Context: an optimization exercise on an open-source flow, tuned for a short achievable clock period and few clock cycles per item. The choices shown serve that exercise and are no tape-out recipe. At most, simulation tests tie the RTL to the original design; equivalence was not proved. The RTL of run 1 was laid out without a check of its function. Power figures rest on the tool's default switching activity, not on a simulated workload.

`flow/design.v`:
```
package fu_pkg;
    localparam int XLEN       = 32;
    localparam int REG_ADDR_W = 5;
    localparam int INSN_BYTES = 4;
    localparam int BYTE_LANES = XLEN / 8;
    typedef enum logic [3:0] {
        op_add, op_sub, op_slt, op_sltu, op_and, op_nor, op_or, op_xor,
        op_sll, op_srl, op_sra, op_lui, op_mul, op_eq, op_ne
    } alu_op_e;
    typedef enum logic [2:0] {
        br_none, br_b, br_bl, br_jirl, br_cond
    } br_kind_e;
    typedef enum logic [1:0] {
        mem_none, mem_load_word, mem_store_word, mem_store_byte
    } mem_op_e;
    typedef struct packed {
        alu_op_e                op;
        logic [XLEN-1:0]        src1;
        logic [XLEN-1:0]        src2;
        logic [XLEN-1:0]        store_data;
        logic [XLEN-1:0]        pc;
        br_kind_e               br_kind;
        logic                   pred_taken;
        logic [XLEN-1:0]        br_offset;
        logic [REG_ADDR_W-1:0]  dest;
        logic                   gr_we;
        mem_op_e                mem_op;
    } fu_req_t;
    typedef struct packed {
        logic                   valid;
        logic [XLEN-1:0]        result;
        logic [XLEN-1:0]        store_data;
        logic [BYTE_LANES-1:0]  sel_n;
        mem_op_e                mem_op;
        logic [REG_ADDR_W-1:0]  dest;
        logic                   gr_we;
    } ex_mem_t;
    typedef struct packed {
        logic                   mispredict;
        logic [XLEN-1:0]        target;
    } redirect_t;
    typedef struct packed {
        logic                   valid;
        logic [REG_ADDR_W-1:0]  dest;
        logic [XLEN-1:0]        data;
    } wb_t;
    typedef struct packed {
        logic                   ce;
        logic                   we_n;
        logic [BYTE_LANES-1:0]  sel_n;
        logic [XLEN-1:0]        addr;
        logic [XLEN-1:0]        wdata;
    } mem_req_t;
endpackage
`timescale 1ns/1ns
module fu_alu (
    input  fu_pkg::alu_op_e         op_i,
    input  logic [fu_pkg::XLEN-1:0] src1_i,
    input  logic [fu_pkg::XLEN-1:0] src2_i,
    output logic [fu_pkg::XLEN-1:0] result_o
);
    logic [4:0] shamt;
    logic       slt_cond;
    logic       sltu_cond;
    assign shamt     = src2_i[4:0];
    assign slt_cond  = $signed(src1_i) < $signed(src2_i);
    assign sltu_cond = src1_i < src2_i;
    always_comb begin
        case (op_i)
            fu_pkg::op_add:  result_o = src1_i + src2_i;
            fu_pkg::op_sub:  result_o = src1_i - src2_i;
            fu_pkg::op_slt:  result_o = {{(fu_pkg::XLEN-1){1'b0}}, slt_cond};
            fu_pkg::op_sltu: result_o = {{(fu_pkg::XLEN-1){1'b0}}, sltu_cond};
            fu_pkg::op_and:  result_o = src1_i & src2_i;
            fu_pkg::op_nor:  result_o = ~(src1_i | src2_i);
            fu_pkg::op_or:   result_o = src1_i | src2_i;
            fu_pkg::op_xor:  result_o = src1_i ^ src2_i;
            fu_pkg::op_sll:  result_o = src1_i << shamt;
            fu_pkg::op_srl:  result_o = src1_i >> shamt;
            fu_pkg::op_sra:  result_o = $signed(src1_i) >>> shamt;
            fu_pkg::op_lui:  result_o = {src2_i[19:0], 12'b0};
            fu_pkg::op_mul:  result_o = src1_i * src2_i;
            fu_pkg::op_eq: begin
                result_o = {{(fu_pkg::XLEN-1){1'b0}}, src1_i == src2_i};
            end
            fu_pkg::op_ne: begin
                result_o = {{(fu_pkg::XLEN-1){1'b0}}, src1_i != src2_i};
            end
            default:         result_o = '0;
        endcase
    end
endmodule
`timescale 1ns/1ns
module fu_branch_unit (
    input  logic [fu_pkg::XLEN-1:0] pc_i,
    input  fu_pkg::br_kind_e        kind_i,
    input  fu_pkg::alu_op_e         op_i,
    input  logic [fu_pkg::XLEN-1:0] src1_i,
    input  logic [fu_pkg::XLEN-1:0] src2_i,
    input  logic [fu_pkg::XLEN-1:0] offset_i,
    input  logic                    pred_taken_i,
    output fu_pkg::redirect_t       redirect_o
);
    logic                    actual_taken;
    logic [fu_pkg::XLEN-1:0] actual_target;
    logic [fu_pkg::XLEN-1:0] pc_next;
    logic                    cond_met;
    assign pc_next  = pc_i + fu_pkg::XLEN'(fu_pkg::INSN_BYTES);
    assign cond_met = ((op_i == fu_pkg::op_eq) && (src1_i == src2_i)) ||
                      ((op_i == fu_pkg::op_ne) && (src1_i != src2_i));
    always_comb begin
        actual_taken  = 1'b0;
        actual_target = pc_i + offset_i;
        case (kind_i)
            fu_pkg::br_b, fu_pkg::br_bl: begin
                actual_taken = 1'b1;
            end
            fu_pkg::br_jirl: begin
                actual_taken  = 1'b1;
                actual_target = src1_i + offset_i;
            end
            fu_pkg::br_cond: begin
                actual_taken = cond_met;
            end
            default: begin
                actual_taken = 1'b0;
            end
        endcase
    end
    always_comb begin
        if (actual_taken != pred_taken_i) begin
            redirect_o.mispredict = 1'b1;
            redirect_o.target     = actual_taken ? actual_target : pc_next;
        end else begin
            redirect_o.mispredict = 1'b0;
            redirect_o.target     = '0;
        end
    end
endmodule
`timescale 1ns/1ns
module fu_issue_stage (
    input  logic            clk,
    input  logic            rst,
    input  logic            valid_i,
    input  fu_pkg::fu_req_t req_i,
    input  logic            stall_i,
    output logic            ready_o,
    output logic            ex_valid_o,
    output fu_pkg::fu_req_t ex_req_o
);
    logic            valid_q;
    fu_pkg::fu_req_t req_q;
    assign ready_o = !stall_i;
    always_ff @(posedge clk or posedge rst) begin
        if (rst) begin
            valid_q <= 1'b0;
        end else if (!stall_i) begin
            valid_q <= valid_i;
        end
    end
    always_ff @(posedge clk) begin
        if (!stall_i && valid_i) begin
            req_q <= req_i;
        end
    end
    assign ex_valid_o = valid_q;
    assign ex_req_o   = req_q;
endmodule
`timescale 1ns/1ns
module fu_ex_stage (
    input  logic              clk,
    input  logic              rst,
    input  logic              ex_valid_i,
    input  fu_pkg::fu_req_t   ex_req_i,
    input  logic              stall_i,
    output fu_pkg::ex_mem_t   ex_mem_o,
    output fu_pkg::redirect_t redirect_o
);
    logic [fu_pkg::XLEN-1:0]       alu_result;
    logic [fu_pkg::XLEN-1:0]       link_addr;
    logic [fu_pkg::XLEN-1:0]       result;
    logic                          is_link;
    logic [fu_pkg::BYTE_LANES-1:0] sel_n;
    fu_pkg::redirect_t             br_redirect;
    logic                          valid_q;
    logic [fu_pkg::XLEN-1:0]       result_q;
    logic [fu_pkg::XLEN-1:0]       store_data_q;
    logic [fu_pkg::BYTE_LANES-1:0] sel_n_q;
    fu_pkg::mem_op_e               mem_op_q;
    logic [fu_pkg::REG_ADDR_W-1:0] dest_q;
    logic                          gr_we_q;
    fu_pkg::redirect_t             redirect_q;
    fu_alu u_alu (
        .op_i     (ex_req_i.op),
        .src1_i   (ex_req_i.src1),
        .src2_i   (ex_req_i.src2),
        .result_o (alu_result)
    );
    fu_branch_unit u_branch_unit (
        .pc_i         (ex_req_i.pc),
        .kind_i       (ex_req_i.br_kind),
        .op_i         (ex_req_i.op),
        .src1_i       (ex_req_i.src1),
        .src2_i       (ex_req_i.src2),
        .offset_i     (ex_req_i.br_offset),
        .pred_taken_i (ex_req_i.pred_taken),
        .redirect_o   (br_redirect)
    );
    assign is_link   = (ex_req_i.br_kind == fu_pkg::br_bl) ||
                       (ex_req_i.br_kind == fu_pkg::br_jirl);
    assign link_addr = ex_req_i.pc + fu_pkg::XLEN'(fu_pkg::INSN_BYTES);
    assign result    = is_link ? link_addr : alu_result;
    always_comb begin
        case (ex_req_i.mem_op)
            fu_pkg::mem_store_byte: begin
                sel_n = ~(fu_pkg::BYTE_LANES'(1) << alu_result[1:0]);
            end
            fu_pkg::mem_load_word, fu_pkg::mem_store_word: sel_n = '0;
            default:                                        sel_n = '1;
        endcase
    end
    always_ff @(posedge clk or posedge rst) begin
        if (rst) begin
            valid_q    <= 1'b0;
            redirect_q <= '0;
        end else if (!stall_i) begin
            valid_q    <= ex_valid_i;
            redirect_q <= ex_valid_i ? br_redirect : '0;
        end else begin
            redirect_q <= '0;
        end
    end
    always_ff @(posedge clk) begin
        if (!stall_i) begin
            result_q     <= result;
            store_data_q <= ex_req_i.store_data;
            sel_n_q      <= sel_n;
            mem_op_q     <= ex_req_i.mem_op;
            dest_q       <= ex_req_i.dest;
            gr_we_q      <= ex_req_i.gr_we;
        end
    end
    assign ex_mem_o.valid      = valid_q;
    assign ex_mem_o.result     = result_q;
    assign ex_mem_o.store_data = store_data_q;
    assign ex_mem_o.sel_n      = sel_n_q;
    assign ex_mem_o.mem_op     = mem_op_q;
    assign ex_mem_o.dest       = dest_q;
    assign ex_mem_o.gr_we      = gr_we_q;
    assign redirect_o          = redirect_q;
endmodule
`timescale 1ns/1ns
module fu_mem_stage #(
    parameter int MEM_WAIT_CYCLES = 4
) (
    input  logic                    clk,
    input  logic                    rst,
    input  fu_pkg::ex_mem_t         ex_mem_i,
    output logic                    mem_busy_o,
    output fu_pkg::mem_req_t        mem_req_o,
    input  logic [fu_pkg::XLEN-1:0] mem_rdata_i,
    output logic                    mem_ready_o,
    output fu_pkg::wb_t             wb_o
);
    localparam int CNT_W = $clog2(MEM_WAIT_CYCLES + 1);
    typedef enum logic [1:0] {
        st_idle,
        st_wait,
        st_done
    } mem_state_e;
    mem_state_e                    state_q;
    mem_state_e                    state_d;
    logic [CNT_W-1:0]              cnt_q;
    logic [CNT_W-1:0]              cnt_d;
    logic                          is_mem;
    logic                          is_store;
    logic                          is_load;
    logic                          wb_valid_d;
    logic [fu_pkg::XLEN-1:0]       wb_data_d;
    logic                          wb_valid_q;
    logic [fu_pkg::REG_ADDR_W-1:0] wb_dest_q;
    logic [fu_pkg::XLEN-1:0]       wb_data_q;
    assign is_mem   = ex_mem_i.valid && (ex_mem_i.mem_op != fu_pkg::mem_none);
    assign is_store = is_mem && ((ex_mem_i.mem_op == fu_pkg::mem_store_word) ||
                                 (ex_mem_i.mem_op == fu_pkg::mem_store_byte));
    assign is_load  = is_mem && (ex_mem_i.mem_op == fu_pkg::mem_load_word);
    always_comb begin
        state_d = state_q;
        cnt_d   = cnt_q;
        case (state_q)
            st_idle: begin
                if (is_mem) begin
                    state_d = st_wait;
                    cnt_d   = CNT_W'(1);
                end
            end
            st_wait: begin
                if (cnt_q == CNT_W'(MEM_WAIT_CYCLES)) begin
                    state_d = st_done;
                end else begin
                    cnt_d = cnt_q + CNT_W'(1);
                end
            end
            st_done: begin
                state_d = st_idle;
            end
            default: begin
                state_d = st_idle;
            end
        endcase
    end
    always_ff @(posedge clk or posedge rst) begin
        if (rst) begin
            state_q <= st_idle;
            cnt_q   <= '0;
        end else begin
            state_q <= state_d;
            cnt_q   <= cnt_d;
        end
    end
    assign mem_busy_o  = (state_q == st_wait) || ((state_q == st_idle) && is_mem);
    assign mem_ready_o = (state_q == st_done);
    always_comb begin
        mem_req_o.ce    = is_mem;
        mem_req_o.we_n  = !is_store;
        mem_req_o.sel_n = is_mem ? ex_mem_i.sel_n : '1;
        mem_req_o.addr  = ex_mem_i.result;
        if (!is_store) begin
            mem_req_o.wdata = '0;
        end else if (ex_mem_i.mem_op == fu_pkg::mem_store_byte) begin
            mem_req_o.wdata = {fu_pkg::BYTE_LANES{ex_mem_i.store_data[7:0]}};
        end else begin
            mem_req_o.wdata = ex_mem_i.store_data;
        end
    end
    assign wb_valid_d = ex_mem_i.valid && ex_mem_i.gr_we && !is_store && !mem_busy_o;
    assign wb_data_d  = is_load ? mem_rdata_i : ex_mem_i.result;
    always_ff @(posedge clk or posedge rst) begin
        if (rst) begin
            wb_valid_q <= 1'b0;
        end else begin
            wb_valid_q <= wb_valid_d;
        end
    end
    always_ff @(posedge clk) begin
        wb_dest_q <= ex_mem_i.dest;
        wb_data_q <= wb_data_d;
    end
    assign wb_o.valid = wb_valid_q;
    assign wb_o.dest  = wb_dest_q;
    assign wb_o.data  = wb_data_q;
endmodule
`timescale 1ns/1ns
module fu_top (
    input  logic        clk,
    input  logic        rst,
    input  logic        valid_i,
    input  logic [3:0]  req_op_i,
    input  logic [31:0] req_src1_i,
    input  logic [31:0] req_src2_i,
    input  logic [31:0] req_store_data_i,
    input  logic [31:0] req_pc_i,
    input  logic [2:0]  req_br_kind_i,
    input  logic        req_pred_taken_i,
    input  logic [31:0] req_br_offset_i,
    input  logic [4:0]  req_dest_i,
    input  logic        req_gr_we_i,
    input  logic [1:0]  req_mem_op_i,
    output logic        ready_o,
    output logic        redirect_mispredict_o,
    output logic [31:0] redirect_target_o,
    output logic        mem_ce_o,
    output logic        mem_we_n_o,
    output logic [3:0]  mem_sel_n_o,
    output logic [31:0] mem_addr_o,
    output logic [31:0] mem_wdata_o,
    input  logic [31:0] mem_rdata_i,
    output logic        mem_ready_o,
    output logic        wb_valid_o,
    output logic [4:0]  wb_dest_o,
    output logic [31:0] wb_data_o
);
    localparam int WB_DEPTH = 24;    
    localparam int MQ_DEPTH = 8;     
    localparam int LQ_DEPTH = 3;     
    localparam int MEM_CYCLES = 6;
    logic        ready_q;
    logic        v0;
    logic [3:0]  op0;
    logic [31:0] a0, b0, am0, bm0, sd0, pc0, off0;
    logic [2:0]  bk0;
    logic        pt0;
    logic [4:0]  dst0;
    logic        we0;
    logic [1:0]  mop0;
    always_ff @(posedge clk or posedge rst) begin
        if (rst) v0 <= 1'b0;
        else     v0 <= valid_i & ready_q;
    end
    always_ff @(posedge clk) begin
        op0  <= req_op_i;
        a0   <= req_src1_i;
        b0   <= req_src2_i;
        am0  <= req_src1_i;
        bm0  <= req_src2_i;
        sd0  <= req_store_data_i;
        pc0  <= req_pc_i;
        bk0  <= req_br_kind_i;
        pt0  <= req_pred_taken_i;
        off0 <= req_br_offset_i;
        dst0 <= req_dest_i;
        we0  <= req_gr_we_i;
        mop0 <= req_mem_op_i;
    end
    assign ready_o = ready_q;
    logic        v1;
    logic [3:0]  op1;
    logic [2:0]  bk1;
    logic        pt1;
    logic [4:0]  dst1;
    logic        wb1;        
    logic        mem1;       
    logic        ld1;        
    logic        wen1;       
    logic [3:0]  seln1;
    logic [31:0] wdata1;
    logic [16:0] sum_lo1, dif_lo1, tpc_lo1, trs_lo1;
    logic [15:0] sum_h0_1, sum_h1_1, tpc_h0_1, tpc_h1_1, trs_h0_1, trs_h1_1;
    logic [16:0] dif_h0_1, dif_h1_1;    
    logic        sgn1;       
    logic        a31_1;
    logic [31:0] lg1, sh1;
    logic [19:0] lui1;
    logic        eq1;
    logic [31:0] pc4_1;
    logic        link1;      
    logic        mul1;
    logic [31:0] lg_c, sh_c;
    logic [1:0]  lo_addr;
    logic [3:0]  seln_c;
    always_comb begin
        case (op0[1:0])
            2'd0:    lg_c = a0 & b0;
            2'd1:    lg_c = ~(a0 | b0);
            2'd2:    lg_c = a0 | b0;
            default: lg_c = a0 ^ b0;
        endcase
    end
    always_comb begin
        case (op0[1:0])
            2'd0:    sh_c = a0 << b0[4:0];
            2'd1:    sh_c = a0 >> b0[4:0];
            default: sh_c = $unsigned($signed(a0) >>> b0[4:0]);
        endcase
    end
    assign lo_addr = a0[1:0] + b0[1:0];
    always_comb begin
        case (mop0)
            2'd3:    seln_c = ~(4'b0001 << lo_addr);
            default: seln_c = 4'b0000;
        endcase
    end
    always_ff @(posedge clk or posedge rst) begin
        if (rst) v1 <= 1'b0;
        else     v1 <= v0;
    end
    always_ff @(posedge clk) begin
        op1      <= op0;
        bk1      <= bk0;
        pt1      <= pt0;
        dst1     <= dst0;
        wb1      <= we0 && (mop0 != 2'd2) && (mop0 != 2'd3);
        mem1     <= (mop0 != 2'd0);
        ld1      <= (mop0 == 2'd1) && we0;
        wen1     <= (mop0 == 2'd1) || (mop0 == 2'd0);
        seln1    <= seln_c;
        wdata1   <= (mop0 == 2'd3) ? {4{sd0[7:0]}} : sd0;
        sum_lo1  <= {1'b0, a0[15:0]} + {1'b0, b0[15:0]};
        sum_h0_1 <= a0[31:16] + b0[31:16];
        sum_h1_1 <= a0[31:16] + b0[31:16] + 16'd1;
        dif_lo1  <= {1'b0, a0[15:0]} + {1'b0, ~b0[15:0]} + 17'd1;
        dif_h0_1 <= {1'b0, a0[31:16]} + {1'b0, ~b0[31:16]};
        dif_h1_1 <= {1'b0, a0[31:16]} + {1'b0, ~b0[31:16]} + 17'd1;
        tpc_lo1  <= {1'b0, pc0[15:0]} + {1'b0, off0[15:0]};
        tpc_h0_1 <= pc0[31:16] + off0[31:16];
        tpc_h1_1 <= pc0[31:16] + off0[31:16] + 16'd1;
        trs_lo1  <= {1'b0, a0[15:0]} + {1'b0, off0[15:0]};
        trs_h0_1 <= a0[31:16] + off0[31:16];
        trs_h1_1 <= a0[31:16] + off0[31:16] + 16'd1;
        sgn1     <= a0[31] ^ b0[31];
        a31_1    <= a0[31];
        lg1      <= lg_c;
        sh1      <= sh_c;
        lui1     <= b0[19:0];
        eq1      <= (a0 == b0);
        pc4_1    <= pc0 + 32'd4;
        link1    <= (bk0 == 3'd2) || (bk0 == 3'd3);
        mul1     <= (op0 == 4'd12);
    end
    logic [31:0][31:0] pp;
    logic [21:0][31:0] mt1_a;
    logic [14:0][31:0] mt1_b;
    logic [9:0][31:0]  mt1_c;
    logic [9:0][31:0]  mt1;
    logic [6:0][31:0]  mt2_a;
    logic [4:0][31:0]  mt2_b;
    logic [3:0][31:0]  mt2_c;
    logic [3:0][31:0]  mt2;
    logic [2:0][31:0]  mt3_a;
    logic [1:0][31:0]  mt3_c;
    logic [1:0][31:0]  mt3;
    logic [16:0]       ml4;
    logic [15:0]       mh0_4, mh1_4;
    always_comb begin
        for (int i = 0; i < 32; i++) pp[i] = bm0[i] ? (am0 << i) : 32'd0;
    end
    fu_csa_level #(.N_IN(32)) u_l1 (.rows_i(pp),    .rows_o(mt1_a));
    fu_csa_level #(.N_IN(22)) u_l2 (.rows_i(mt1_a), .rows_o(mt1_b));
    fu_csa_level #(.N_IN(15)) u_l3 (.rows_i(mt1_b), .rows_o(mt1_c));
    fu_csa_level #(.N_IN(10)) u_l4 (.rows_i(mt1),   .rows_o(mt2_a));
    fu_csa_level #(.N_IN(7))  u_l5 (.rows_i(mt2_a), .rows_o(mt2_b));
    fu_csa_level #(.N_IN(5))  u_l6 (.rows_i(mt2_b), .rows_o(mt2_c));
    fu_csa_level #(.N_IN(4))  u_l7 (.rows_i(mt2),   .rows_o(mt3_a));
    fu_csa_level #(.N_IN(3))  u_l8 (.rows_i(mt3_a), .rows_o(mt3_c));
    always_ff @(posedge clk) begin
        mt1   <= mt1_c;
        mt2   <= mt2_c;
        mt3   <= mt3_c;
        ml4   <= {1'b0, mt3[0][15:0]} + {1'b0, mt3[1][15:0]};
        mh0_4 <= mt3[0][31:16] + mt3[1][31:16];
        mh1_4 <= mt3[0][31:16] + mt3[1][31:16] + 16'd1;
    end
    logic        v2;
    logic        mul2;
    logic        wb2;
    logic        ld2;
    logic [4:0]  dst2;
    logic [31:0] res2;
    logic [31:0] res_c;
    logic [31:0] sum_c, dif_c, tpc_c, trs_c;
    logic        borrow_c;
    logic        taken_c;
    logic        cond_c;
    logic        rd_v_q;
    logic [31:0] rd_t_q;
    assign sum_c    = {sum_lo1[16] ? sum_h1_1 : sum_h0_1, sum_lo1[15:0]};
    assign dif_c    = {dif_lo1[16] ? dif_h1_1[15:0] : dif_h0_1[15:0], dif_lo1[15:0]};
    assign borrow_c = !(dif_lo1[16] ? dif_h1_1[16] : dif_h0_1[16]);
    assign tpc_c    = {tpc_lo1[16] ? tpc_h1_1 : tpc_h0_1, tpc_lo1[15:0]};
    assign trs_c    = {trs_lo1[16] ? trs_h1_1 : trs_h0_1, trs_lo1[15:0]};
    always_comb begin
        if (link1) begin
            res_c = pc4_1;
        end else begin
            case (op1)
                4'd0:    res_c = sum_c;
                4'd1:    res_c = dif_c;
                4'd2:    res_c = {31'd0, sgn1 ? a31_1 : dif_c[31]};
                4'd3:    res_c = {31'd0, borrow_c};
                4'd4, 4'd5, 4'd6, 4'd7: res_c = lg1;
                4'd8, 4'd9, 4'd10:      res_c = sh1;
                4'd11:   res_c = {lui1, 12'd0};
                4'd13:   res_c = {31'd0, eq1};
                4'd14:   res_c = {31'd0, !eq1};
                default: res_c = 32'd0;
            endcase
        end
    end
    assign cond_c = ((op1 == 4'd13) && eq1) || ((op1 == 4'd14) && !eq1);
    always_comb begin
        case (bk1)
            3'd1, 3'd2, 3'd3: taken_c = 1'b1;
            3'd4:             taken_c = cond_c;
            default:          taken_c = 1'b0;
        endcase
    end
    always_ff @(posedge clk or posedge rst) begin
        if (rst) begin
            v2     <= 1'b0;
            rd_v_q <= 1'b0;
        end else begin
            v2     <= v1;
            rd_v_q <= v1 && (taken_c != pt1);
        end
    end
    always_ff @(posedge clk) begin
        mul2   <= mul1 && !link1;
        wb2    <= wb1;
        ld2    <= ld1;
        dst2   <= dst1;
        res2   <= res_c;
        rd_t_q <= !taken_c ? pc4_1 : (bk1 == 3'd3) ? trs_c : tpc_c;
    end
    assign redirect_mispredict_o = rd_v_q;
    assign redirect_target_o     = rd_t_q;
    logic        v3, v4, v5;
    logic        mul3, mul4;
    logic        wb3, wb4, wb5;
    logic        ld3, ld4, ld5;
    logic [4:0]  dst3, dst4, dst5;
    logic [31:0] res3, res4, res5;
    always_ff @(posedge clk or posedge rst) begin
        if (rst) begin
            v3 <= 1'b0;
            v4 <= 1'b0;
            v5 <= 1'b0;
        end else begin
            v3 <= v2;
            v4 <= v3;
            v5 <= v4;
        end
    end
    always_ff @(posedge clk) begin
        mul3 <= mul2;
        wb3  <= wb2;
        ld3  <= ld2;
        dst3 <= dst2;
        res3 <= res2;
        mul4 <= mul3;
        wb4  <= wb3;
        ld4  <= ld3;
        dst4 <= dst3;
        res4 <= res3;
        wb5  <= wb4;
        ld5  <= ld4;
        dst5 <= dst4;
        res5 <= mul4 ? {ml4[16] ? mh1_4 : mh0_4, ml4[15:0]} : res4;
    end
    logic        mq_push, mq_pop, mq_hv;
    logic [69:0] mq_head;    
    logic [69:0] mq_new;
    logic        mbyp;       
    assign mq_new  = {ld1, wen1, seln1, sum_c, wdata1};
    assign mq_push = v1 && mem1 && !mbyp;
    fu_shift_fifo #(.W(70), .D(MQ_DEPTH)) u_mq (
        .clk     (clk),
        .rst     (rst),
        .push_i  (mq_push),
        .data_i  (mq_new),
        .pop_i   (mq_pop),
        .valid_o (mq_hv),
        .data_o  (mq_head)
    );
    logic        mce_q, mrdy_q, mld_q;
    logic [2:0]  mcnt_q;
    logic        mwen_q;
    logic [3:0]  mseln_q;
    logic [31:0] maddr_q, mwdata_q;
    logic        mfree;
    logic [2:0]  lcred_q;      
    logic        lq_pop;
    logic        lq_room;
    logic        mstart;
    assign mfree   = !mce_q || mrdy_q;
    assign lq_room = (lcred_q != 3'(LQ_DEPTH));
    assign mq_pop  = mfree && mq_hv && lq_room;
    assign mbyp    = mfree && !mq_hv && lq_room && v1 && mem1;
    assign mstart  = mq_pop || mbyp;
    always_ff @(posedge clk or posedge rst) begin
        if (rst) begin
            mce_q  <= 1'b0;
            mrdy_q <= 1'b0;
            mcnt_q <= '0;
        end else if (mstart) begin
            mce_q  <= 1'b1;
            mrdy_q <= 1'b0;
            mcnt_q <= 3'd1;
        end else if (mfree) begin
            mce_q  <= 1'b0;
            mrdy_q <= 1'b0;
        end else begin
            mcnt_q <= mcnt_q + 3'd1;
            mrdy_q <= (mcnt_q == 3'(MEM_CYCLES - 1));
        end
    end
    logic [69:0] mreq_new;
    logic        mwen_h;
    logic [3:0]  mseln_h;
    logic [31:0] maddr_h, mwdata_h;
    assign mreq_new = mq_hv ? mq_head : mq_new;
    always_ff @(posedge clk) begin
        if (mstart) {mld_q, mwen_h, mseln_h, maddr_h, mwdata_h} <= mreq_new;
    end
    always_ff @(posedge clk) begin
        {mwen_q, mseln_q, maddr_q, mwdata_q} <= mstart ? mreq_new[68:0]
                                                       : {mwen_h, mseln_h, maddr_h, mwdata_h};
    end
    always_ff @(posedge clk or posedge rst) begin
        if (rst) lcred_q <= '0;
        else     lcred_q <= lcred_q + 3'(mstart && (mq_hv ? mq_head[69] : ld1)) - 3'(lq_pop);
    end
    assign mem_ce_o    = mce_q;
    assign mem_we_n_o  = mwen_q;
    assign mem_sel_n_o = mseln_q;
    assign mem_addr_o  = maddr_q;
    assign mem_wdata_o = mwdata_q;
    assign mem_ready_o = mrdy_q;
    logic [31:0] rdata_q;
    logic        lpush_q;
    logic        lq_hv;
    logic [31:0] lq_head;
    always_ff @(posedge clk) rdata_q <= mem_rdata_i;
    always_ff @(posedge clk or posedge rst) begin
        if (rst) lpush_q <= 1'b0;
        else     lpush_q <= mrdy_q && mld_q;
    end
    fu_shift_fifo #(.W(32), .D(LQ_DEPTH)) u_lq (
        .clk     (clk),
        .rst     (rst),
        .push_i  (lpush_q),
        .data_i  (rdata_q),
        .pop_i   (lq_pop),
        .valid_o (lq_hv),
        .data_o  (lq_head)
    );
    logic        wq_push, wq_pop, wq_hv;
    logic [37:0] wq_head;    
    logic        wbv_q;
    logic [4:0]  wbd_q;
    logic [31:0] wbx_q;
    assign wq_push = v5 && wb5;
    assign wq_pop  = wq_hv && (!wq_head[37] || lq_hv);
    assign lq_pop  = wq_pop && wq_head[37];
    fu_shift_fifo #(.W(38), .D(WB_DEPTH)) u_wq (
        .clk     (clk),
        .rst     (rst),
        .push_i  (wq_push),
        .data_i  ({ld5, dst5, res5}),
        .pop_i   (wq_pop),
        .valid_o (wq_hv),
        .data_o  (wq_head)
    );
    always_ff @(posedge clk or posedge rst) begin
        if (rst) wbv_q <= 1'b0;
        else     wbv_q <= wq_pop;
    end
    always_ff @(posedge clk) begin
        wbd_q <= wq_head[36:32];
        wbx_q <= wq_head[37] ? lq_head : wq_head[31:0];
    end
    assign wb_valid_o = wbv_q;
    assign wb_dest_o  = wbd_q;
    assign wb_data_o  = wbx_q;
    logic [5:0] wcred_q;
    logic [3:0] mcred_q;
    always_ff @(posedge clk or posedge rst) begin
        if (rst) begin
            wcred_q <= '0;
            mcred_q <= '0;
            ready_q <= 1'b0;
        end else begin
            wcred_q <= wcred_q + 6'(v0 && we0 && (mop0 != 2'd2) && (mop0 != 2'd3))
                               - 6'(wq_pop);
            mcred_q <= mcred_q + 4'(v0 && (mop0 != 2'd0)) - 4'(mstart);
            ready_q <= (wcred_q <= 6'(WB_DEPTH - 3)) && (mcred_q <= 4'(MQ_DEPTH - 3));
        end
    end
endmodule
module fu_shift_fifo #(
    parameter int W = 32,
    parameter int D = 4
) (
    input  logic         clk,
    input  logic         rst,
    input  logic         push_i,
    input  logic [W-1:0] data_i,
    input  logic         pop_i,
    output logic         valid_o,
    output logic [W-1:0] data_o
);
    logic [D-1:0] v_q;       
    logic [W-1:0] e_q [D];
    always_ff @(posedge clk or posedge rst) begin
        if (rst) begin
            v_q <= '0;
        end else if (pop_i && !push_i) begin
            v_q <= v_q >> 1;
        end else if (push_i && !pop_i) begin
            v_q <= {v_q[D-2:0], 1'b1};
        end
    end
    for (genvar i = 0; i < D; i++) begin : g_e
        logic last;     
        logic first;    
        logic [W-1:0] nxt;
        if (i == D - 1) begin : g_top
            assign last  = v_q[i];
            assign nxt   = e_q[i];
        end else begin : g_mid
            assign last  = v_q[i] && !v_q[i+1];
            assign nxt   = e_q[i+1];
        end
        if (i == 0) begin : g_bot
            assign first = !v_q[0];
        end else begin : g_up
            assign first = !v_q[i] && v_q[i-1];
        end
        always_ff @(posedge clk) begin
            if (pop_i) e_q[i] <= (push_i && last) ? data_i : nxt;
            else if (push_i && first) e_q[i] <= data_i;
        end
    end
    assign valid_o = v_q[0];
    assign data_o  = e_q[0];
endmodule
module fu_csa_level #(
    parameter int N_IN = 3
) (
    input  logic [N_IN-1:0][31:0]                rows_i,
    output logic [2*(N_IN/3)+(N_IN%3)-1:0][31:0] rows_o
);
    for (genvar g = 0; g < N_IN / 3; g++) begin : g_csa
        assign rows_o[2*g]   = rows_i[3*g] ^ rows_i[3*g+1] ^ rows_i[3*g+2];
        assign rows_o[2*g+1] = ((rows_i[3*g] & rows_i[3*g+1]) |
                                (rows_i[3*g] & rows_i[3*g+2]) |
                                (rows_i[3*g+1] & rows_i[3*g+2])) << 1;
    end
    for (genvar r = 0; r < N_IN % 3; r++) begin : g_pass
        assign rows_o[2*(N_IN/3)+r] = rows_i[3*(N_IN/3)+r];
    end
endmodule
```
`flow/flow/run.sh`:
```
#!/bin/bash
set -euo pipefail
EXTRA="SETUP_SLACK_MARGIN=$(cat flow/margin.txt)"
sed "s|\"\${@:-finish}\"|$EXTRA \"\${@:-finish}\"|" standard.sh > my_standard.sh
grep -q "$EXTRA" my_standard.sh
bash my_standard.sh > make_flow.log 2>&1
```
`flow/flow/margin.txt`:
```
6
```
`flow/standard.sh`:
```
#!/bin/bash
# synth_recipe.tcl (not shown) runs the flow's synth.tcl, then flattens the netlist and writes it again
# the make line also repeats each setting of config.mk as NAME=value (left out here)
make -C /OpenROAD-flow-scripts/flow DESIGN_CONFIG=/design/flow/config.mk WORK_HOME=/design/flow/orfs CLKGATE_MAP_FILE= SYNTH_SCRIPT=/design/flow/synth_recipe.tcl "${@:-finish}"
```
`flow/config.mk`:
```
export PLATFORM = sky130hd
export DESIGN_NAME = fu_top
export DESIGN_NICKNAME = fu_top
export VERILOG_FILES = /design/flow/design.v
export SDC_FILE = /design/flow/constraint.sdc
export NUM_CORES = 4
export LEC_CHECK = 0
export ABC_CLOCK_PERIOD_IN_PS = 2500
export CAP_MARGIN = 20
export CORE_MARGIN = 2
export CORE_UTILIZATION = 55
export CTS_CLUSTER_DIAMETER = 80
export CTS_CLUSTER_SIZE = 30
export SETUP_SLACK_MARGIN = 5
export SLEW_MARGIN = 20
```
`flow/constraint.sdc`:
```
create_clock -name core_clock -period 8.5 [get_ports {clk}]
set_input_delay 1.7000 -clock core_clock [delete_from_list [all_inputs] [get_ports {clk}]]
set_output_delay 1.7000 -clock core_clock [all_outputs]
set_load 0.01 [all_outputs]
```
==> impl_results.md, run 1 <==
- Status: finished clean
- Vias in the first global route: 91200
- Die height: 473 um
- Hold WS: between 300 and 400 ps
- Hold Vio Cnt, Final: 0
- Worst setup EP type: output port
- Worst Setup SP: rd_v_q
- Worst EP arrival: 1490 ps
- RR Startpoint: am0[19]
- Routed len/inst: around 27 um
- Top Ports: between 300 and 400
- Worst hold endpoint: mt2[0]
- Core area: 219000 um^2
- Final WL: 437 mm
- Static Leak: approximately 62 nW
- Startpoint type of the worst setup path: register
- Number of remaining DRC errors: 0
- Unique masters post-synth: 95
- Syn Inst Count: 12300
- Die width: around 470 um
- H-tree Lvls: 4
- Worst r2r dst: dif_h1_1[16]
- CP max stage cell: dfrtp_2
- CP cell instances: buf_6
- Tmin final: 3190 ps
- Max-slew violations: 0
- Vias: 98500
- # setup viols final: 0
- Initial drt markers: about 11000
- Clock Sinks: 2912
- Clock latency (worst-skew pair): approximately 870 ps
- Worst Tran Pin Value: 1180 ps
- Dpl hpwl: 247 mm
- Synth async-reset ratio: 2.16%
- Number of flops mapped to enable cells by yosys: 350
- GPL Wtd Cong: 0.937
- VDD IR-drop max: 0.000320 V
- CTS tree: done
- Worst Path Required: 6800 ps
- Area grow syn2layout: 24.9%
- Top_reg_cell synth: dfxtp_1
- Unrepaired setup endpoints after global routing: yes
- Global-route usage over all layers: 34.8%
- Place WS: 4400 ps
- Worst r2r path cells: 10
- CTS Buf Count: 139
- Warnings, synthesis: 7
- Max-slew headroom: 20.2%
- Starting Density: 55.2%
- Syn Area/Cell: 9.81 um^2
- Setup TNS after final layout: 0 ps
- # hold bufs at CTS: 0
- Largest net degree at the start of global routing: 84
- Initial antenna violation count: between 40 and 50
- DRT Pass-1 Iters: 8
- Proportion of layout cells with a drive suffix above 1: 25.2%
- WHS Path Cells: 0
- Critical path buffers and inverters: 1
- Main area contributors after synthesis: dfxtp_1, nor2_1, edfxtp_1
- Hold Crit Start: mt1[0]
- Cell accounting for the most synthesized area: dfxtp_1
- Vias per Instance: 6.16
- Max Root-Sink Buffers: 3
- First-pass GRT wire length: 589 mm
- Worst Setup Path Type: register to output port
- Nets: about 14000
- Mapped Nets: ~13000
- ANT nets after route: 0
- GR Overflow Total: 0
- P per Cell Area: 357 nW/um^2
- Yosys top cell area share: 41.4%
- Core Rows: about 170
- Flop-to-flop setup slack: 5470 ps
- Die ar.: 224000 um^2
- Critical Path Max Stage Delay: 500 ps
- CP top delay family: flip-flops
- Setup ws final: 5310 ps
- Commonest cells in the netlist: nor2_1, dfxtp_1, o22ai_1
- IO Port Bufs: between 300 and 400
- Max Cap Viol: 0
- Sequential share of the synthesized area: between 50% and 60%
- Clk root buf: clkbuf_16
- Fmax: 313 MHz
- Crit Path Max Fanout: 1
- Clock skew: 49.4 ps
- Fill count: 16100
- Count leader, synth: nor2_1
- Post-Syn Area: 121000 um^2
- Final Cycle Share: a little under two fifths
- Clock transition at path regs: 110 ps
- Type of the most critical hold path: register to register
- Yosys reg bits: 2912
-- worst max-delay path by stage --
stage | endpoint | cells past startpoint
finish | redirect_mispredict_o | 1
global route | redirect_mispredict_o | 1
CTS | redirect_mispredict_o | 1
detailed placement | lcred_q[2] | 13
global placement | lcred_q[2] | 13
floorplan | sum_h1_1[14] | 13
-- power by group --
group | internal, mW | leakage (nW) | switching [mW] | total [mW]
sequential | 19.6 | 25.1 | 2.92 | 22.5
combinational | 9.63 | 34.7 | 13.2 | 22.9
clock | 3.63 | 2.38 | 4.84 | 8.47
-- placed cells by master (no fill, tap or decap), types with 50 or more instances in the layout --
cell | netlist | routed
buf_12 | 0 | 153
buf_6 | 0 | 264
fa_1 | 426 | 309
nor2_1 | 2904 | 2553
mux2_4 | 0 | 50
inv_2 | 7 | 79
fa_2 | 0 | 117
o22ai_1 | 1148 | 1099
mux4_2 | 52 | 52
dfxtp_2 | 0 | 113
inv_1 | 513 | 377
xnor2_1 | 210 | 170
edfxtp_1 | 350 | 350
clkdlybuf4s50_1 | 0 | 210
a22oi_1 | 64 | 64
ha_1 | 301 | 223
mux2i_1 | 211 | 201
nand2_1 | 741 | 627
mux2_2 | 435 | 388
buf_2 | 64 | 51
a21oi_1 | 360 | 259
a21oi_2 | 2 | 51
xor2_1 | 74 | 59
dfxtp_1 | 2499 | 2337
nor2_2 | 0 | 111
a21o_1 | 61 | 60
buf_16 | 0 | 64
nand2_4 | 0 | 62
nor2_4 | 0 | 240
o21ai_0 | 221 | 166
a21oi_4 | 0 | 52
dfrtp_1 | 63 | 58
buf_4 | 4 | 492
clkbuf_16 | 0 | 217
-- cell families (layout without fill, tap and decap cells) --
logic type	after synthesis	in the layout	share of synthesized area, %
xor+xnor	285	285	2.07
compound gates	2214	2215	11.5
other cells	0	30	0
fa+ha+maj	727	727	10.2
mux	705	705	6.83
simple gates	4063	4078	13.5
buf+inv	1427	2155	4.51
flops	2912	2912	51.4
-- layout make-up --
type | instances | area (um^2) | area share [%]
sequential | 2912 | 62400 | 41.3
multi-input combinational | 8010 | 60600 | 40.2
timing repair buffer | 1365 | 16800 | 11.1
clock buffer | 189 | 4040 | 2.68
tap | 2871 | 3590 | 2.38
inverter | 529 | 2400 | 1.59
clock inverter | 65 | 871 | 0.577
timing repair inverter | 7 | 113 | 0.0746
antenna | 30 | 75.1 | 0.0497
-- per-layer routing --
metal	global-route usage, %	up-vias	wire, um
met2	53.9	5601	191000
met4	18.3	26	29500
met5	0.411	-	316
li1	-	43200	-
met3	8.85	1492	50300
met1	45.0	48200	166000
-- timing repair --
| item | in CTS | in global routing |
|---|---|---|
| buffers inserted | 421 | 236 |
| gates resized for setup | 1774 | 1395 |
| endpoints found under the setup margin | 2428 | 1349 |
| pin swaps | 289 | 486 |
| endpoints found under the hold margin | 0 | 0 |
| cloned | 73 | 108 |
-- state kept, by name, summed over array words and instances, names as in the netlist, 55 cells and up --
register,cells
u_lq.e_q,96
u_mq.e_q,560
mt1,165
mt3,55
u_wq.e_q,912
mt2,68
-- through the flow --
stage | power [mW] | cells | area, um^2 | utilization [%]
2_1_floorplan | 33.8 | 12300 | 122000 | -
3_3_place_gp | 39.5 | 14900 | 127000 | 58.0
3_5_place_dp | 40.3 | 14900 | 127000 | 58.0
4_1_cts | 50.2 | 15600 | 141000 | 64.5
5_1_grt | 56.4 | 16000 | 151000 | 68.9
6_report | 53.9 | 16000 | 151000 | 68.9
==> run 2, diff against run 1 <==
--- a/flow/design.v
+++ b/flow/design.v
@@ -452,3 +452,3 @@
             2'd1:    sh_c = a0 >> b0[4:0];
-            default: sh_c = $unsigned($signed(a0) >>> b0[4:0]);
+            default: sh_c = $signed(a0) >>> b0[4:0];
         endcase
==> run 2 against run 1 <==
Hold slack unchanged. Critical path depth unchanged. Utilization unchanged. Sequential cell count unchanged. Largest cell class unchanged.
==> impl_results.md, run 2 <==
- Status: finished clean
- Syn Inst Count: 12300
- Worst Path Required: between 6000 and 7000 ps
- Placed Area: about 130000 um^2
- Hold Vio Cnt, Final: 0
- Max-slew violations: 0
- Fmax: 313 MHz
- Clock transition at path regs: 110 ps
- VDD IR-drop max: 0.000320 V
- Placed Cells: 14900
- P per Cell Area: 357 nW/um^2
- Core area: 219000 um^2
- Setup TNS after final layout: 0 ps
- Largest register FFs: just over 900
- Worst Tran Pin Value: 1180 ps
- Clock Sinks: 2912
- GPL Wtd Cong: 0.937
- Worst Setup Path Type: register to output port
- Non-filler instance count after layout: 16000
- Most common cell after layout, fill and taps aside: nor2_1
- Int Pwr: 32.9 mW
- Clock share of power: between 10% and 20%
- Max Cap Viol: 0
- Top Ports: 354
- Number of remaining DRC errors: 0
- Setup ws final: 5310 ps
- Global-route usage over all layers: 34.8%
- Startpoint type of the worst setup path: register
- CTS Buf Count: 139
- Final Instance Area: ~150000 um^2
- DRT Pass-1 Iters: 8
- # setup viols final: 0
- Syn Area/Cell: roughly 9.8 um^2
- Seq pwr share: a little over two fifths
- Max-slew headroom: 20.2%
- Initial antenna violation count: 44
- Cell accounting for the most synthesized area: dfxtp_1
- Mapped Nets: approximately 13000
- Fill count: 16100
- Biggest regs: u_wq.e_q x912, u_mq.e_q x560, mt1 x165
- Commonest cells in the netlist: nor2_1, dfxtp_1, o22ai_1
- Unique masters post-synth: 95
- Critical Path Max Stage Delay: approximately 500 ps
- CP top delay family: flip-flops
- IO Port Bufs: 353
- Final WL: 437 mm
- Die ar.: 224000 um^2
- Storage cell area: approximately 62000 um^2
- Proportion of layout cells with a drive suffix above 1: 25.2%
- Routed len/inst: approximately 27 um
- CP max stage cell: dfrtp_2
- Area grow syn2layout: 24.9%
- Nets: 13900
- Power Total: 53.9 mW
- Core Rows: 172
- Top_reg_cell synth: dfxtp_1
- Warnings, synthesis: 7
- Post-Syn Area: 121000 um^2
- Unrepaired setup endpoints after global routing: yes
- Count leader, synth: nor2_1
- Starting Density: 55.2%
- Clk root buf: clkbuf_16
- Max Root-Sink Buffers: 3
- Crit Path Max Fanout: 1
- H-tree Lvls: 4
- ANT nets after route: 0
- Static Leak: 62.2 nW
- Synth async-reset ratio: 2.16%
- Yosys top cell area share: 41.4%
- Vias per Instance: 6.16
- Sequential share of the synthesized area: 51.4%
- Vias in the first global route: 91200
- Comb pwr share: between 40% and 50%
- Initial drt markers: ~11000
- Place WS: 4400 ps
- Type of the most critical hold path: register to register
- Die height: 473 um
- # hold bufs at CTS: 0
- Top reg by flops: u_wq.e_q
- CP cell instances: buf_6
- Tmin final: 3190 ps
- CTS tree: done
- First-pass GRT wire length: 589 mm
- Yosys reg bits: 2912
- Vias: 98500
- Die width: ~470 um
- Final Cycle Share: 37.6%
- Number of flops mapped to enable cells by yosys: 350
- Clock skew: 49.4 ps
- GR Overflow Total: 0
- Dpl hpwl: 247 mm
- Clock latency (worst-skew pair): 870 ps
- Multi-input gate area: 60600 um^2
- Psw: 21.0 mW
- Worst EP arrival: 1490 ps
- Commonest non-fill, non-tap cells in the layout: nor2_1, dfxtp_1, o22ai_1
- Largest net degree at the start of global routing: 84
- Main area contributors after synthesis: dfxtp_1, nor2_1, edfxtp_1
- Critical path buffers and inverters: 1
- Worst setup EP type: output port
- Switch share: 39.0%
==> run 2: worst paths after layout <==
kind                         start                    end  slack (ps)  depth (start not counted)
max                         rd_v_q  redirect_mispredict_o        5310                          1
min                         mt1[0]                 mt2[0]         320                          0
max reg2reg                am0[19]           dif_h1_1[16]        5470                         10
min reg2reg                 mt1[0]                 mt2[0]         320                          0
max in group asynchronous      rst            u_lq.v_q[0]        6290                          3
min in group asynchronous      rst            u_wq.v_q[7]        1490                          3
==> run 2: cell type report <==
cell class                 count  share of cell area, %
timing repair inverter         7                 0.0746
multi-input combinational   8010                   40.2
antenna                       30                 0.0497
sequential                  2912                   41.3
tap                         2871                   2.38
inverter                     529                   1.59
timing repair buffer        1365                   11.1
clock inverter                65                  0.577
clock buffer                 189                   2.68
==> run 2: metrics by stage <==
stage               util (%)  hold slack [ps]
floorplan                  -              310
global placement        58.0              310
detailed placement      58.0              312
CTS                     64.5              304
global route            68.9              302
finish                  68.9              319
==> run 2: layer usage <==
| layer | up-vias | part of all wire [%] | track usage, % |
|---|---|---|---|
| li1 | 43200 | - | - |
| met2 | 5601 | 44 | 53.9 |
| met5 | - | 0.072 | 0.411 |
| met1 | 48200 | 38 | 45.0 |
| met4 | 26 | 6.7 | 18.3 |
| met3 | 1492 | 12 | 8.85 |
==> run 2: what timing repair did <==
action	CTS	global route
setup buffers	421	236
cloned	73	108
pin swaps	289	486
endpoints found under the setup margin	2428	1349
resized for setup	1774	1395
==> run 2: worst reg2reg max path: cells and delay by family (launching register included) <==
family | cells | cell delay [ps]
AO/OA/AOI/OAI | 2 | 470
AND/OR/NAND/NOR | 5 | 1160
buffers and inverters | 1 | 270
flip-flops | 1 | 420
adder cells (fa/ha/maj) | 1 | 440
XOR/XNOR | 1 | 160
==> run 2: power by group through the flow <==
stage / Sequential (mW) / Clock, mW / Combinational, mW
floorplan: 21.5 / 0 / 12.2
global placement: 22.3 / 0 / 17.2
detailed placement: 22.5 / 0 / 17.8
CTS: 22.2 / 8.57 / 19.4
global route: 22.9 / 9.05 / 24.4
finish: 22.5 / 8.47 / 22.9
==> run 2: kinds of logic (layout without fill, tap and decap cells) <==
group           after synthesis  after routing  share of synthesized area (%)
compound gates             2214           2215                           11.5
xor+xnor                    285            285                           2.07
fa+ha+maj                   727            727                           10.2
buf+inv                    1427           2155                           4.51
flops                      2912           2912                           51.4
mux                         705            705                           6.83
other cells                   0             30                              0
simple gates               4063           4078                           13.5
Testbench counts of run 2, summed over its fixed seeds: cycles 7,108, insns 4,800.
==> run 3, diff against run 2 <==
--- a/flow/design.v
+++ b/flow/design.v
@@ -593,4 +593,11 @@
     end
-    assign redirect_mispredict_o = rd_v_q;
-    assign redirect_target_o     = rd_t_q;
+    logic        rd_v_o;
+    logic [31:0] rd_t_o;
+    always_ff @(posedge clk or posedge rst) begin
+        if (rst) rd_v_o <= 1'b0;
+        else     rd_v_o <= rd_v_q;
+    end
+    always_ff @(posedge clk) rd_t_o <= rd_t_q;
+    assign redirect_mispredict_o = rd_v_o;
+    assign redirect_target_o     = rd_t_o;
     logic        v3, v4, v5;
@@ -634,11 +641,29 @@
     assign mq_push = v1 && mem1 && !mbyp;
-    fu_shift_fifo #(.W(70), .D(MQ_DEPTH)) u_mq (
-        .clk     (clk),
-        .rst     (rst),
-        .push_i  (mq_push),
-        .data_i  (mq_new),
-        .pop_i   (mq_pop),
-        .valid_o (mq_hv),
-        .data_o  (mq_head)
-    );
+    logic [69:0]         mq_mem [MQ_DEPTH];
+    logic [MQ_DEPTH-1:0] mq_wp, mq_rp;       
+    logic [3:0]          mq_n;               
+    always_ff @(posedge clk or posedge rst) begin
+        if (rst) begin
+            mq_wp <= MQ_DEPTH'(1);
+            mq_rp <= MQ_DEPTH'(1);
+            mq_n  <= '0;
+            mq_hv <= 1'b0;
+        end else begin
+            if (mq_push) mq_wp <= {mq_wp[MQ_DEPTH-2:0], mq_wp[MQ_DEPTH-1]};
+            if (mq_pop)  mq_rp <= {mq_rp[MQ_DEPTH-2:0], mq_rp[MQ_DEPTH-1]};
+            mq_n  <= mq_n + 4'(mq_push) - 4'(mq_pop);
+            mq_hv <= (mq_n + 4'(mq_push) - 4'(mq_pop)) != 4'd0;
+        end
+    end
+    for (genvar i = 0; i < MQ_DEPTH; i++) begin : g_mq
+        always_ff @(posedge clk) begin
+            if (mq_push && mq_wp[i]) mq_mem[i] <= mq_new;
+        end
+    end
+    always_comb begin
+        mq_head = '0;
+        for (int i = 0; i < MQ_DEPTH; i++) begin
+            if (mq_rp[i]) mq_head = mq_head | mq_mem[i];
+        end
+    end
     logic        mce_q, mrdy_q, mld_q;
@@ -683,5 +708,15 @@
     end
+    logic mce_o, mrdy_o, mld_o;
     always_ff @(posedge clk) begin
-        {mwen_q, mseln_q, maddr_q, mwdata_q} <= mstart ? mreq_new[68:0]
-                                                       : {mwen_h, mseln_h, maddr_h, mwdata_h};
+        {mwen_q, mseln_q, maddr_q, mwdata_q} <= {mwen_h, mseln_h, maddr_h, mwdata_h};
+        mld_o <= mld_q;
+    end
+    always_ff @(posedge clk or posedge rst) begin
+        if (rst) begin
+            mce_o  <= 1'b0;
+            mrdy_o <= 1'b0;
+        end else begin
+            mce_o  <= mce_q;
+            mrdy_o <= mrdy_q;
+        end
     end
@@ -691,3 +726,3 @@
     end
-    assign mem_ce_o    = mce_q;
+    assign mem_ce_o    = mce_o;
     assign mem_we_n_o  = mwen_q;
@@ -696,3 +731,3 @@
     assign mem_wdata_o = mwdata_q;
-    assign mem_ready_o = mrdy_q;
+    assign mem_ready_o = mrdy_o;
     logic [31:0] rdata_q;
@@ -704,3 +739,3 @@
         if (rst) lpush_q <= 1'b0;
-        else     lpush_q <= mrdy_q && mld_q;
+        else     lpush_q <= mrdy_o && mld_o;
     end
@@ -740,5 +775,16 @@
     end
-    assign wb_valid_o = wbv_q;
-    assign wb_dest_o  = wbd_q;
-    assign wb_data_o  = wbx_q;
+    logic        wbv_o;
+    logic [4:0]  wbd_o;
+    logic [31:0] wbx_o;
+    always_ff @(posedge clk or posedge rst) begin
+        if (rst) wbv_o <= 1'b0;
+        else     wbv_o <= wbv_q;
+    end
+    always_ff @(posedge clk) begin
+        wbd_o <= wbd_q;
+        wbx_o <= wbx_q;
+    end
+    assign wb_valid_o = wbv_o;
+    assign wb_dest_o  = wbd_o;
+    assign wb_data_o  = wbx_o;
     logic [5:0] wcred_q;
==> run 3 against run 2 <==
Clock skew shrank 7.5 ps. Total power decreased by 20%. Via count down 10%. Sequential power fell by 7%. Combinational power is 39% lower. Utilization decreased by 2.7 points. Sequential share of layout area up 6.3 points. Critical path type unchanged.
==> impl_results.md, run 3 <==
- Initial drt markers: around 9500
- First-pass GRT wire length: 563 mm
- Top reg by flops: u_wq.e_q
- GR Overflow Total: 0
- Proportion of layout cells with a drive suffix above 1: 21.2%
- Initial antenna violation count: 25
- Synth async-reset ratio: 2.67%
- Worst EP arrival: 1430 ps
- Comb pwr share: between 30% and 40%
- Commonest cells in the netlist: nor2_1, dfxtp_1, o22ai_1
- Max-slew headroom: 15.9%
- Syn Inst Count: 11100
- Area grow syn2layout: 19.5%
- Worst setup EP type: output port
- Max Cap Viol: 0
- Vias per Instance: ~6.1
- Most common cell after layout, fill and taps aside: nor2_1
- Worst Tran Pin Value: 1260 ps
- Core area: 217000 um^2
- Clock skew: 41.9 ps
- IO Port Bufs: 353
- Sequential share of the synthesized area: 56.6%
- Worst Path Required: around 6800 ps
- Static Leak: approximately 58 nW
- Dpl hpwl: 238 mm
- CP max stage cell: dfrtp_1
- Critical Path Max Stage Delay: 440 ps
- Biggest regs: u_wq.e_q x912, mq_mem x560, mt1 x165
- Top_reg_cell synth: dfxtp_1
- Startpoint type of the worst setup path: register
- P per Cell Area: ~300 nW/um^2
- Switch share: 34.9%
- Type of the most critical hold path: register to register
- Setup TNS after final layout: 0 ps
- Largest net degree at the start of global routing: 80
- Psw: 15.1 mW
- Fmax: between 300 and 400 MHz
- VDD IR-drop max: 0.000324 V
- Die width: roughly 470 um
- Vias in the first global route: 85800
- Max-slew violations: 0
- Die ar.: 223000 um^2
- Clock latency (worst-skew pair): 850 ps
- Count leader, synth: nor2_1
- Unrepaired setup endpoints after global routing: yes
- Post-Syn Area: 120000 um^2
- Commonest non-fill, non-tap cells in the layout: nor2_1, dfxtp_1, o22ai_1
- Cell accounting for the most synthesized area: dfxtp_1
- Worst Setup Path Type: register to output port
- Core Rows: 171
- Worst Setup SP: ready_q
- Nets: approximately 13000
- CP top delay family: flip-flops
- Unique masters post-synth: 100
- Max Root-Sink Buffers: 3
- Tmin final: 3130 ps
- Int Pwr: about 28 mW
- Seq pwr share: 48.3%
- Mapped Nets: 12100
- CTS Buf Count: between 100 and 150
- Main area contributors after synthesis: dfxtp_1, edfxtp_1, nor2_1
- Die height: around 470 um
- Critical path buffers and inverters: 1
- Vias: a little under 90000
- Largest register FFs: 912
- Starting Density: roughly 55%
- CTS tree: done
- Flop-to-flop setup slack: ~5500 ps
- Final Cycle Share: 36.8%
- Clock share of power: 19.5%
- DRT Pass-1 Iters: 7
- Crit Path Max Fanout: 2
- Setup ws final: 5370 ps
- Placed Area: 127000 um^2
- Final WL: 391 mm
- # hold bufs at CTS: 0
- # setup viols final: 0
- Syn Area/Cell: 10.8 um^2
- Global-route usage over all layers: 33.9%
- Clock Sinks: 2999
- Warnings, synthesis: 6
- Number of remaining DRC errors: 0
- RR Startpoint: am0[16]
- Yosys top cell area share: 35.7%
- Final Instance Area: around 140000 um^2
- Clk root buf: clkbuf_16
- GPL Wtd Cong: 0.948
- Hold Crit Start: res2[27]
- Top Ports: 354
- Clock transition at path regs: 110 ps
- Status: finished clean
- Place WS: 4500 ps
- Number of flops mapped to enable cells by yosys: slightly below 800
- CP cell instances: buf_2
- ANT nets after route: 0
- Routed len/inst: 26.8 um
- Yosys reg bits: 2999
- Hold Vio Cnt, Final: 0
- H-tree Lvls: 4
[run 3: cell families (layout without fill, tap and decap cells)]
logic type	count (synthesis)	count (layout)	synth area share, %
and+or+nand+nor	3288	3292	11.1
xor gates and xnor gates	279	279	2.05
adders and majority gates	731	731	10.3
buffers and inverters	1354	1967	4.29
AOI/OAI and AO/OA	1982	1984	11.1
muxes	475	475	4.68
other	0	33	0
DFF	2999	2999	56.6
[run 3: layout make-up]
| type | count | area, um^2 |
|---|---|---|
| flip-flops and latches | 2999 | 68500 |
| clock buffers | 188 | 3900 |
| repair buffers | 1076 | 12300 |
| well taps | 2854 | 3570 |
| fillers | 16400 | 73400 |
| multi-input cells | 6761 | 51600 |
| clock inverters | 67 | 931 |
| repair inverters | 11 | 178 |
| diodes | 33 | 82.6 |
| inverters | 625 | 2860 |
[run 3: what timing repair did]
| action | in CTS | in global routing |
|---|---|---|
| setup buffers | 378 | 128 |
| resized for setup | 1796 | 577 |
| hold endpoints to repair | 0 | 0 |
| pin swaps | 337 | 289 |
| endpoints found under the setup margin | 2157 | 687 |
| cloned | 56 | 4 |
[run 3: through the flow]
| step | hold WS [ps] | instances | utilization (%) | total power [mW] |
|---|---|---|---|---|
| after floorplan | 310 | 11100 | - | 28.9 |
| after global placement | 310 | 13800 | 58.4 | 33.1 |
| after detailed placement | 312 | 13800 | 58.4 | 33.5 |
| after CTS | 320 | 14400 | 64.6 | 42.9 |
| after global routing | 321 | 14600 | 66.2 | 45.6 |
| final | 321 | 14600 | 66.2 | 43.3 |
[run 3: metal layers]
metal,track usage [%],vias to the layer above,routed length [um]
met2,54.9,4093,183000
met3,7.57,1196,34300
met5,0,-,203
li1,-,39300,-
met4,18.3,22,25600
met1,42.4,43900,148000
[run 3: worst paths after layout]
kind                            end  depth (start not counted)
min in group asynchronous     mce_o                          2
setup reg to reg            mt1[93]                         11
hold reg to reg            res3[27]                          0
max in group asynchronous     mq_hv                          3
setup / recovery            ready_o                          1
hold / removal             res3[27]                          0
[run 3: power by group through the flow]
stage	Clock [mW]	Sequential [mW]	Combinational [mW]
after floorplan	0	20.3	8.51
after global placement	0	21.1	12.0
after detailed placement	0	21.2	12.3
after CTS	8.59	20.9	13.4
after global routing	9.08	21.2	15.3
final	8.44	20.9	13.9
Testbench counts of run 3, summed over its fixed seeds: cycles 7,125, insns 4,800.
==> run 4, diff against run 3 <==
--- a/flow/design.v
+++ b/flow/design.v
@@ -386,3 +386,5 @@
     localparam int MEM_CYCLES = 6;
-    logic        ready_q;
+    logic        ready_q;    
+    logic        ready_oq;   
+    logic        ready_aq;   
     logic        v0;
@@ -397,3 +399,3 @@
         if (rst) v0 <= 1'b0;
-        else     v0 <= valid_i & ready_q;
+        else     v0 <= valid_i & ready_aq;
     end
@@ -414,3 +416,8 @@
     end
-    assign ready_o = ready_q;
+    always_ff @(posedge clk or posedge rst) begin
+        if (rst) ready_oq <= 1'b0;
+        else     ready_oq <= ready_q;
+    end
+    always_ff @(posedge clk) ready_aq <= ready_q;
+    assign ready_o = ready_oq;
     logic        v1;
@@ -800,3 +807,3 @@
             mcred_q <= mcred_q + 4'(v0 && (mop0 != 2'd0)) - 4'(mstart);
-            ready_q <= (wcred_q <= 6'(WB_DEPTH - 3)) && (mcred_q <= 4'(MQ_DEPTH - 3));
+            ready_q <= (wcred_q <= 6'(WB_DEPTH - 4)) && (mcred_q <= 4'(MQ_DEPTH - 4));
         end
==> run 4 against run 3 <==
Hold slack worse by 18 ps. Non-clock buffer count increased by 17. Critical path depth stayed put. Combinational power increased by 4%. Maximum frequency is 1.2% higher. Clock power decreased by 0.9%. Highest routed layer unchanged. Sequential cell count increased by 2. Utilization fell by 0.11 points. Total power is 1.6% higher. Largest power group unchanged. Clock skew grew 10 ps.
==> impl_results.md, run 4 <==
- Status: finished clean
- CTS Buf Count: 137
- Vias in the first global route: 85300
- Fmax: 323 MHz
- Clock skew: 52.3 ps
- Critical Path Max Stage Delay: 410 ps
- GR Overflow Total: 0
- Fill count: 16400
- Sequential share of the synthesized area: 56.7%
- Clock Sinks: between 3000 and 4000
- DRT Pass-1 Iters: 8
- Syn Inst Count: 11100
- Vias: 87400
- Max-slew violations: 0
- Storage cell area: 68600 um^2
- Setup TNS after final layout: 0 ps
- Top reg by flops: u_wq.e_q
- Post-Synth XOR/XNOR Area: 2.03%
- Max Root-Sink Buffers: 3
- Main area contributors after synthesis: dfxtp_1, edfxtp_1, nor2_1
- Die width: 471 um
- Clock transition at path regs: about 110 ps
- Core Rows: 171
- Yosys reg bits: 3001
- Die height: 471 um
- Startpoint type of the worst setup path: register
- Final Cycle Share: 36.4%
- Worst setup EP type: output port
- Top_reg_cell synth: dfxtp_1
- Clk root buf: clkbuf_16
- Number of flops mapped to enable cells by yosys: 770
- CP max stage cell: dfrtp_1
- Initial antenna violation count: 25
- Synth async-reset ratio: about 2.7%
- Commonest cells in the netlist: nor2_1, dfxtp_1, o22ai_1
- Static Leak: 57.7 nW
- Count leader, synth: nor2_1
- Proportion of layout cells with a drive suffix above 1: a little over a fifth
- Tmin final: 3090 ps
- CP cell instances: buf_6
- Hold Vio Cnt, Final: 0
- Yosys top cell area share: 35.8%
- Commonest non-fill, non-tap cells in the layout: nor2_1, dfxtp_1, o22ai_1
- # setup viols final: 0
- Area grow syn2layout: 19.5%
- Starting Density: 55.3%
- Worst EP arrival: 1390 ps
- Nets: 12600
- P per Cell Area: 307 nW/um^2
- Largest family of logic cells by synthesized area: compound AO/OA/AOI/OAI gates
- Biggest regs: u_wq.e_q x912, mq_mem x560, mt1 x165
- Worst Tran Pin Value: 1230 ps
- Critical path buffers and inverters: 1
- H-tree Lvls: 4
- CP top delay family: flip-flops
- GPL Wtd Cong: 0.937
- Core area: around 220000 um^2
- Cell accounting for the most synthesized area: dfxtp_1
- Adder-Cell Fraction of Synth Area: 10.3%
- IO Port Bufs: 353
- Largest register FFs: 912
- Area fraction in compound gates after synthesis: 11.2%
- Routed len/inst: ~26 um
- Final Core Density: 66.1%
- Worst Path Required: 6800 ps
- Multi-input gate area: slightly above 50000 um^2
- ANT nets after route: 0
- Clock latency (worst-skew pair): 890 ps
- Dpl hpwl: 239 mm
- Top Ports: 354
- Syn Area/Cell: 10.8 um^2
- Mapped Nets: between 10000 and 15000
- Crit Path Max Fanout: 2
- Global-route usage over all layers: 33.6%
- Synth Area in Simple Gates: 11.1%
- Number of remaining DRC errors: 0
- Worst Setup Path Type: register to output port
- Final WL: approximately 380 mm
- Vias per Instance: 5.99
- First-pass GRT wire length: 558 mm
- # hold bufs at CTS: 0
- Max Cap Viol: 0
- Type of the most critical hold path: register to register
- Initial drt markers: around 8600
- Warnings, synthesis: 6
- Post-Syn Area: 120000 um^2
- CTS tree: done
- Unique masters post-synth: 94
- VDD IR-drop max: 0.000307 V
- Die ar.: 222000 um^2
- Largest net degree at the start of global routing: 87
- Multiplexer area fraction after synthesis: 4.45%
- Max-slew headroom: 17.5%
- Unrepaired setup endpoints after global routing: yes
- Most common cell after layout, fill and taps aside: nor2_1
run 4: report_power, final:
part / leakage (nW) / switching (mW) / internal (mW)
Combinational: 29.2 / 8.34 / 6.10
Sequential: 26.2 / 2.20 / 19.0
Clock: 2.28 / 4.79 / 3.57
run 4: final timing paths:
kind	cells after the start	slack [ps]	start	to
max	1	5410	mrdy_o	mem_ready_o
min	0	300	res2[16]	res3[16]
max reg2reg	11	5450	am0[16]	dif_h1_1[16]
min reg2reg	0	300	res2[16]	res3[16]
max in group asynchronous	3	6450	rst	mq_rp[2]
min in group asynchronous	3	1430	rst	ready_q
run 4: cell type report:
| class | instances | share of cell area [%] |
|---|---|---|
| Timing Repair Buffer | 1093 | 8.36 |
| Timing Repair inverter | 4 | 0.0322 |
| Clock buffer | 189 | 2.71 |
| Inverter | 613 | 1.96 |
| Tap cell | 2854 | 2.49 |
| Clock inverter | 59 | 0.588 |
| Antenna cell | 11 | 0.0192 |
| Multi-Input combinational cell | 6772 | 36.1 |
| Sequential cell | 3001 | 47.8 |
run 4: routing by layer:
layer | vias up | GRT usage, % | wire length, um
li1 | 39200 | - | -
met1 | 43400 | 42.4 | 147000
met2 | 3795 | 55.9 | 182000
met3 | 981 | 6.55 | 31600
met4 | 10 | 15.6 | 22300
met5 | - | 0 | 185
run 4: worst reg2reg max path: cells and delay by family, from the launching register on:
family	cells	cell delay [ps]
compound gates	5	1180
xor+xnor	2	300
flops	1	460
buf+inv	1	40
fa+ha+maj	2	590
simple gates	1	440
run 4: cells by family (layout without fill, tap and decap cells):
family	after synthesis	in the layout
AOI/OAI and AO/OA	2012	2013
xor gates and xnor gates	278	278
adders and majority gates	732	732
buffers and inverters	1331	1958
DFF	3001	3001
muxes	471	471
other	0	11
and+or+nand+nor	3270	3278
run 4: repair_timing:
item	CTS	global route
endpoints found under the setup margin	2070	1024
pin swaps	341	310
setup buffers	357	165
resized for setup	1827	487
gates cloned	54	3
run 4: through the flow:
| stage | hold WS (ps) | area (um^2) | power [mW] | cells | worst slack, ps |
|---|---|---|---|---|---|
| finish | 303 | 144000 | 44.0 | 14600 | 5410 |
| CTS | 323 | 140000 | 43.6 | 14400 | 5350 |
| floorplan | 310 | 122000 | 29.3 | 11100 | 5420 |
| detailed placement | 312 | 127000 | 34.1 | 13800 | 4780 |
| global placement | 310 | 127000 | 33.7 | 13800 | 4800 |
| global route | 330 | 144000 | 46.4 | 14600 | 5340 |
Testbench counts of run 4, summed over its fixed seeds: cycles 7,141, insns 4,800.

[afterwards: timing with drivers on the ports]
No port has a modelled driver above. Below, the same layouts with a new extraction and two added sets of constraints.
Step 1 (the two cells are an assumption about what drives the block):
set clk [get_ports {clk}]
set_driving_cell -lib_cell sky130_fd_sc_hd__clkbuf_16 $clk
set_driving_cell -lib_cell sky130_fd_sc_hd__buf_2 [delete_from_list [all_inputs] $clk]
Step 2 also shifts input and output timing later by t, the mid clock arrival at the registers, as if the neighbouring blocks saw the same clock.
Three values: no drivers, after step 1, after step 2; two values: the first two.
| run | t, ns | setup WS [ns] | pins driven straight from the clock port |
|---|---|---|---|
| run 1 | 0.941 | 5.307 / 5.208 / 5.425 | 1 |
| run 2 | 0.941 | 5.307 / 5.208 / 5.425 | 1 |
| run 3 | 0.931 | 5.371 / 5.269 / 5.521 | 1 |
| run 4 | 0.951 | 5.408 / 5.313 / 5.446 | 1 |
After both steps setup and hold are still met in every run listed. Setup slack includes reset recovery checks.
